What follows belongs to an exercise in optimizing a design on an open flow for small area; a production flow would make more cautious choices. Function was checked by simulation only, so behaviour that the tests miss may differ from the original. No activity file was given, so power comes from the tool's default toggle rates.

==> flow/design.v (excerpt) <==
module byte_ring_fifo_with_search (
    input  logic               aclk,
    input  logic               aresetn,
    input  logic               s_valid,
    output logic               s_ready,
    input  logic [19:0]        s_data,
    output logic               m_valid,
    input  logic               m_ready,
    output logic [29:0]        m_data,
    input  logic               cfg_valid,
    output logic               cfg_ready,
    input  logic [6:0]         cfg_data
);
    localparam int N = 63;
    logic [8*N-1:0] ring;        
    logic [5:0]     pos;         
    logic [5:0]     fill_reg;    
    logic [5:0]     lm_reg;      
    logic           mv_reg;      
    logic           go_reg;      
    logic           cr_reg;      
    logic [1:0]     sts_reg;
    logic [7:0]     rb_reg;
    logic [5:0]     fp_reg;      
    logic [3:0]     op;
    logic [7:0]     kb, kp, pb;
    logic [5:0]     free_cnt;
    logic           full, empty, eq_f, eq_p, at_end, act;
    logic           key_hit, cr_hit, lf_hit;
    logic           done, wr, rm, rm_keep, clr, inc, rb_ld, fp_ld, fp_keep, cr_set;
    logic [1:0]     sts_n;
    logic [5:0]     cfg_lm;
    assign op = s_data[19:16];
    assign kb = s_data[15:8];
    assign kp = s_data[7:0];
    assign pb = ring[8*N-1 -: 8];
    brfs_cell u_cmp (
        .byte_in(pb),
        .key    (kb),
        .key_hit(key_hit),
        .cr_hit (cr_hit),
        .lf_hit (lf_hit)
    );
    assign free_cnt = lm_reg - fill_reg;
    assign full     = (free_cnt == 6'd0);
    assign empty    = (fill_reg == 6'd0);
    assign eq_f     = (pos == fill_reg);
    assign eq_p     = (kp[7:6] == 2'b00) && (pos == kp[5:0]);
    assign at_end   = eq_f || (go_reg && pos == 6'd0);
    assign act      = s_valid && !mv_reg && (go_reg || pos == 6'd0);
    always_comb begin
        done    = 1'b0;
        wr      = 1'b0;
        rm      = 1'b0;      
        rm_keep = 1'b0;      
        clr     = 1'b0;
        inc     = 1'b0;
        rb_ld   = 1'b0;
        fp_ld   = 1'b0;
        fp_keep = 1'b0;
        cr_set  = 1'b0;
        sts_n   = ST_OK;
        if (act) begin
  ...
For scale: about 540 flip-flops, about 65 I/O pins, roughly 13000 um2 of cells after synthesis.
make LEC_CHECK=0 CAP_MARGIN=20 CORE_MARGIN=2 CORE_UTILIZATION=60 CTS_BUF_LIST='sky130_fd_sc_hd__clkbuf_2 sky130_fd_sc_hd__clkbuf_4 sky130_fd_sc_hd__clkbuf_8' SLEW_MARGIN=20 finish   # period 7.0 ns
run.sh (not shown) runs the stock make flow with config.mk's settings and CLKGATE_MAP_FILE= SYNTH_SCRIPT=/design/flow/synth_recipe.tcl, a recipe that flattens the netlist after the stock synthesis.
The starting point ran to the end with no violations.
Rerun with:
==> flow/flow/run.sh (new file) <==
#!/bin/bash
# Own layout flow: the standard flow (standard synthesis unchanged), with the port
# buffers made of the smallest buffer cell and the clock tree built with the options below.
set -euo pipefail
export BUFFER_PORTS_ARGS="-buffer_cell sky130_fd_sc_hd__buf_1"
export CTS_ARGS="-sink_clustering_enable -repair_clock_nets -dont_use_dummy_load -sink_clustering_size 30 -sink_clustering_max_diameter 100 -buf_list {sky130_fd_sc_hd__clkbuf_8 sky130_fd_sc_hd__clkbuf_16}"
bash standard.sh > standard_flow.log 2>&1
==> flow/standard.sh (new file) <==
#!/bin/bash
# synth_recipe.tcl (not shown) runs the flow's synth.tcl, then flattens the netlist and writes it again
# the make line also repeats each setting of config.mk as NAME=value (left out here)
make -C /OpenROAD-flow-scripts/flow DESIGN_CONFIG=/design/flow/config.mk WORK_HOME=/design/flow/orfs CLKGATE_MAP_FILE= SYNTH_SCRIPT=/design/flow/synth_recipe.tcl "${@:-finish}"
Settings changed: CORE_UTILIZATION 60 to 40, CTS_BUF_LIST sky130_fd_sc_hd__clkbuf_2 sky130_fd_sc_hd__clkbuf_4 sky130_fd_sc_hd__clkbuf_8 to not set.
removed: flow/run.sh
Result:
- The changed run completed without violations
- clock power is lower by well over a third
- setup slack gains 0.74 ns
- total power decreases by about a fifth
- area after synthesis stays the same
- via count falls by a little under a tenth
- clock skew rises by 0.041 ns
- final cell count is higher slightly
- design area goes down by a little under a tenth
- die area increases by well over a third
- synthesized cell count is unchanged
Rerun with:
==> flow/run.sh (new file) <==
#!/bin/bash
# synth_recipe.tcl (not shown) runs the flow's synth.tcl, then flattens the netlist and writes it again
# the make line also repeats each setting of config.mk as NAME=value (left out here)
make -C /OpenROAD-flow-scripts/flow DESIGN_CONFIG=/design/flow/config.mk WORK_HOME=/design/flow/orfs CLKGATE_MAP_FILE= SYNTH_SCRIPT=/design/flow/synth_recipe.tcl finish
removed: flow/flow/run.sh
removed: flow/standard.sh
Effect: Final area grows by roughly a tenth. First-iteration DRC count is higher by a few percent. Hold slack is better by 0.052 ns. Cell count went up by a few percent. Global-route usage rises by 1.2 points. Clock-buffer cell count is higher by 45.

* * *

The RTL this note starts from:
==> flow/design.v <==
package brfs_pkg;
    localparam logic [3:0] CMD_PUSH        = 4'd0;
    localparam logic [3:0] CMD_POP         = 4'd1;
    localparam logic [3:0] CMD_PEEK        = 4'd2;
    localparam logic [3:0] CMD_SEARCH      = 4'd3;
    localparam logic [3:0] CMD_SEARCH_CRLF = 4'd4;
    localparam logic [3:0] CMD_DROP_ONE    = 4'd5;
    localparam logic [3:0] CMD_ADVANCE     = 4'd6;
    localparam logic [3:0] CMD_DROP_CR     = 4'd7;
    localparam logic [3:0] CMD_DROP_CRLF   = 4'd8;
    localparam logic [3:0] CMD_EMPTY       = 4'd9;
    localparam logic [1:0] ST_OK        = 2'd0;
    localparam logic [1:0] ST_FULL      = 2'd1;
    localparam logic [1:0] ST_EMPTYBUF  = 2'd2;
    localparam logic [1:0] ST_NOT_FOUND = 2'd3;
    localparam logic [7:0] CH_CR     = 8'h0D;
    localparam logic [7:0] CH_LF     = 8'h0A;
endpackage
import brfs_pkg::*;
module brfs_cell (
    input  logic [7:0] byte_in,
    input  logic [7:0] key,
    output logic       key_hit,
    output logic       cr_hit,
    output logic       lf_hit
);
    assign key_hit = (byte_in == key);
    assign cr_hit  = (byte_in == CH_CR);
    assign lf_hit  = (byte_in == CH_LF);
endmodule
import brfs_pkg::*;
module byte_ring_fifo_with_search (
    input  logic               aclk,
    input  logic               aresetn,
    input  logic               s_valid,
    output logic               s_ready,
    input  logic [19:0]        s_data,
    output logic               m_valid,
    input  logic               m_ready,
    output logic [29:0]        m_data,
    input  logic               cfg_valid,
    output logic               cfg_ready,
    input  logic [6:0]         cfg_data
);
    localparam int N = 63;
    logic [8*N-1:0] ring;        
    logic [5:0]     pos;         
    logic [5:0]     fill_reg;    
    logic [5:0]     len_reg;     
    logic           mv_reg;      
    logic           go_reg;      
    logic           cr_reg;      
    logic [1:0]     sts_reg;
    logic           rbv_reg;     
    logic [7:0]     val_reg;     
    logic [7:0]     rb_out;
    logic [5:0]     fp_out;
    logic [3:0]     op;
    logic [7:0]     kb, kp, pb;
    logic [5:0]     free_cnt;
    logic           full, empty, eq_f, eq_p, at_end, act;
    logic           key_hit, cr_hit, lf_hit;
    logic           done, wr, rm, rm_keep, clr, inc, rb_ld, fp_ld, fp_keep, cr_set;
    logic [1:0]     sts_n;
    logic [5:0]     cfg_len;
    assign op = s_data[19:16];
    assign kb = s_data[15:8];
    assign kp = s_data[7:0];
    assign pb = ring[8*N-1 -: 8];
    brfs_cell u_cmp (
        .byte_in(pb),
        .key    (kb),
        .key_hit(key_hit),
        .cr_hit (cr_hit),
        .lf_hit (lf_hit)
    );
    assign free_cnt = len_reg + ~fill_reg;     
    assign full     = (free_cnt == 6'd0);
    assign empty    = (fill_reg == 6'd0);
    assign eq_f     = (pos == fill_reg);
    assign eq_p     = (kp[7:6] == 2'b00) && (pos == kp[5:0]);
    assign at_end   = eq_f || (go_reg && pos == 6'd0);
    assign act      = s_valid && !mv_reg && (go_reg || pos == 6'd0);
    always_comb begin
        done    = 1'b0;
        wr      = 1'b0;
        rm      = 1'b0;      
        rm_keep = 1'b0;      
        clr     = 1'b0;
        inc     = 1'b0;
        rb_ld   = 1'b0;
        fp_ld   = 1'b0;
        fp_keep = 1'b0;
        cr_set  = 1'b0;
        sts_n   = ST_OK;
        if (act) begin
            if (empty && op != CMD_PUSH && op <= CMD_DROP_CRLF) begin
                done  = 1'b1;
                sts_n = ST_EMPTYBUF;
            end else begin
                case (op)
                    CMD_PUSH: begin
                        if (full) begin
                            done  = 1'b1;
                            sts_n = ST_FULL;
                        end else if (eq_f) begin
                            done = 1'b1;
                            wr   = 1'b1;
                            inc  = 1'b1;
                        end
                    end
                    CMD_POP: begin
                        done  = 1'b1;
                        rm    = 1'b1;
                        rb_ld = 1'b1;
                    end
                    CMD_DROP_ONE: begin
                        done = 1'b1;
                        rm   = 1'b1;
                    end
                    CMD_PEEK: begin
                        if (at_end) begin
                            done  = 1'b1;
                            sts_n = ST_NOT_FOUND;
                        end else if (eq_p) begin
                            done  = 1'b1;
                            rb_ld = 1'b1;
                        end
                    end
                    CMD_SEARCH: begin
                        if (at_end || eq_p) begin
                            done  = 1'b1;
                            sts_n = ST_NOT_FOUND;
                        end else if (key_hit) begin
                            done  = 1'b1;
                            fp_ld = 1'b1;
                        end
                    end
                    CMD_SEARCH_CRLF, CMD_DROP_CRLF: begin
                        if (!cr_reg) begin
                            if (at_end) begin
                                done  = 1'b1;
                                sts_n = ST_NOT_FOUND;
                            end else if (cr_hit) begin
                                cr_set = 1'b1;
                                fp_ld  = 1'b1;
                            end
                        end else begin
                            done = 1'b1;
                            if (!at_end && lf_hit) begin
                                fp_keep = 1'b1;
                                rm      = (op == CMD_DROP_CRLF);
                            end else begin
                                sts_n = ST_NOT_FOUND;
                            end
                        end
                    end
                    CMD_DROP_CR: begin
                        if (at_end) begin
                            done  = 1'b1;
                            sts_n = ST_NOT_FOUND;
                        end else if (cr_hit) begin
                            done  = 1'b1;
                            fp_ld = 1'b1;
                            rm    = 1'b1;
                        end
                    end
                    CMD_ADVANCE: begin
                        if (at_end) begin
                            done = 1'b1;
                            clr  = 1'b1;
                        end else if (eq_p) begin
                            done    = 1'b1;
                            rm      = 1'b1;
                            rm_keep = 1'b1;
                        end
                    end
                    CMD_EMPTY: begin
                        done = 1'b1;
                        clr  = 1'b1;
                    end
                    default: begin
                        done  = 1'b1;
                        sts_n = ST_NOT_FOUND;
                    end
                endcase
            end
        end
    end
    assign cfg_len = (cfg_data < 7'd2)   ? 6'd2 :
                     (cfg_data >= 7'd64) ? 6'd0 : cfg_data[5:0];
    assign s_ready   = done;
    assign cfg_ready = !mv_reg;
    assign m_valid   = mv_reg;
    assign rb_out    = rbv_reg ? val_reg : 8'd0;
    assign fp_out    = rbv_reg ? 6'd63 : val_reg[5:0];
    assign m_data    = {sts_reg, rb_out, {2{&fp_out}}, fp_out, fill_reg, free_cnt};
    always_ff @(posedge aclk) begin
        ring <= {ring[8*N-9:0], wr ? kb : pb};
    end
    always_ff @(posedge aclk) begin
        if (!aresetn) begin
            pos <= 6'd0;
        end else if (rm) begin
            pos <= {5'd0, rm_keep};
        end else if (pos == 6'd62) begin
            pos <= 6'd0;
        end else begin
            pos <= pos + 6'd1;
        end
    end
    always_ff @(posedge aclk) begin
        if (!aresetn) begin
            fill_reg <= 6'd0;
            len_reg  <= 6'd0;
            mv_reg   <= 1'b0;
        end else begin
            if (cfg_valid && !mv_reg) begin
                len_reg  <= cfg_len;
                fill_reg <= 6'd0;
            end else if (clr) begin
                fill_reg <= 6'd0;
            end else begin
                fill_reg <= fill_reg + (rm ? ~pos : 6'd0) + {5'd0, inc | rm_keep};
            end
            mv_reg <= mv_reg ? !m_ready : done;
        end
    end
    always_ff @(posedge aclk) begin
        go_reg <= act && !done;
        cr_reg <= act && !done && (cr_reg || cr_set);
        if (!mv_reg) begin
            sts_reg <= sts_n;
            rbv_reg       <= rb_ld;
            val_reg[7:6]  <= pb[7:6];
            if (rb_ld) begin
                val_reg[5:0] <= pb[5:0];
            end else if (fp_ld) begin
                val_reg[5:0] <= pos;
            end else if (!(cr_reg && (fp_keep || !done))) begin
                val_reg[5:0] <= 6'd63;
            end
        end
    end
endmodule
export LEC_CHECK = 0
export CAP_MARGIN = 20
export CORE_MARGIN = 2
export CORE_UTILIZATION = 40
export SLEW_MARGIN = 20
create_clock -name core_clock -period 7.0 [get_ports {aclk}]
standard.sh (not shown) runs the stock make flow with config.mk's settings and CLKGATE_MAP_FILE= SYNTH_SCRIPT=/design/flow/synth_recipe.tcl, a recipe that flattens the netlist after the stock synthesis.
==> flow/flow/run.sh <==
#!/bin/bash
# Own layout flow: the standard flow (standard synthesis unchanged), with the port
# buffers made of the smallest buffer cell and the clock tree built with the options below.
set -euo pipefail
export BUFFER_PORTS_ARGS="-buffer_cell sky130_fd_sc_hd__buf_1"
export CTS_ARGS="-sink_clustering_enable -repair_clock_nets -dont_use_dummy_load -sink_clustering_size 30 -sink_clustering_max_diameter 60 -buf_list {sky130_fd_sc_hd__clkbuf_16}"
bash standard.sh > standard_flow.log 2>&1
Edit:
--- a/flow/flow/run.sh
+++ b/flow/flow/run.sh
@@ -6 +6 @@
-export CTS_ARGS="-sink_clustering_enable -repair_clock_nets -dont_use_dummy_load -sink_clustering_size 30 -sink_clustering_max_diameter 60 -buf_list {sky130_fd_sc_hd__clkbuf_16}"
+export CTS_ARGS="-sink_clustering_enable -repair_clock_nets -dont_use_dummy_load -sink_clustering_size 36 -sink_clustering_max_diameter 45 -buf_list {sky130_fd_sc_hd__clkbuf_16}"
- CORE_UTILIZATION: 40 -> 70
- PLACE_DENSITY: default -> 0.85
Die area came out lower by well over a third.
Synthesized area stays the same.
Total power came out higher by a few percent.
Global-route usage came out higher by 11 points.
Register-to-register slack degrades by 0.22 ns.
Non-clock buffer count came out lower by 1.
Final area came out lower slightly.
Worst setup slack degrades by 0.16 ns.
Via count came out higher by a few percent.
Utilization came out higher by 33 points.
Fmax came out lower by a few percent.

==> what the ideal ports hide <==
No port has a modelled driver above. Below, the same layouts with a new extraction and two added sets of constraints. Step 1: set_driving_cell puts a clkbuf_16 on aclk and a buf_2 on each other input, an assumption about the parent block. Step 2, shift: input delay + t, output delay - t, t = (earliest + latest rising clock arrival at the registers) / 2. This alone moves slack from input paths to output paths. Three values: no drivers, after step 1, after step 2; two values: the first two.
run	shift t [ns]	setup WS [ns]	worst setup path after step 2
the first run of note 1	0.613	1.476 / 1.448 / 1.448	input to output
the second run of note 1	0.538	2.218 / 2.179 / 2.108	input to register
the third run of note 1	0.590	1.494 / 1.456 / 1.456	input to output
the first run of note 2	0.574	2.049 / 2.018 / 2.018	input to output
the second run of note 2	0.582	1.894 / 1.844 / 1.844	input to output
After both steps every run listed still meets setup and hold. The setup slack of the second run of note 1, which loses most, moves by -0.039 ns with the drivers and by -0.110 ns with both steps.
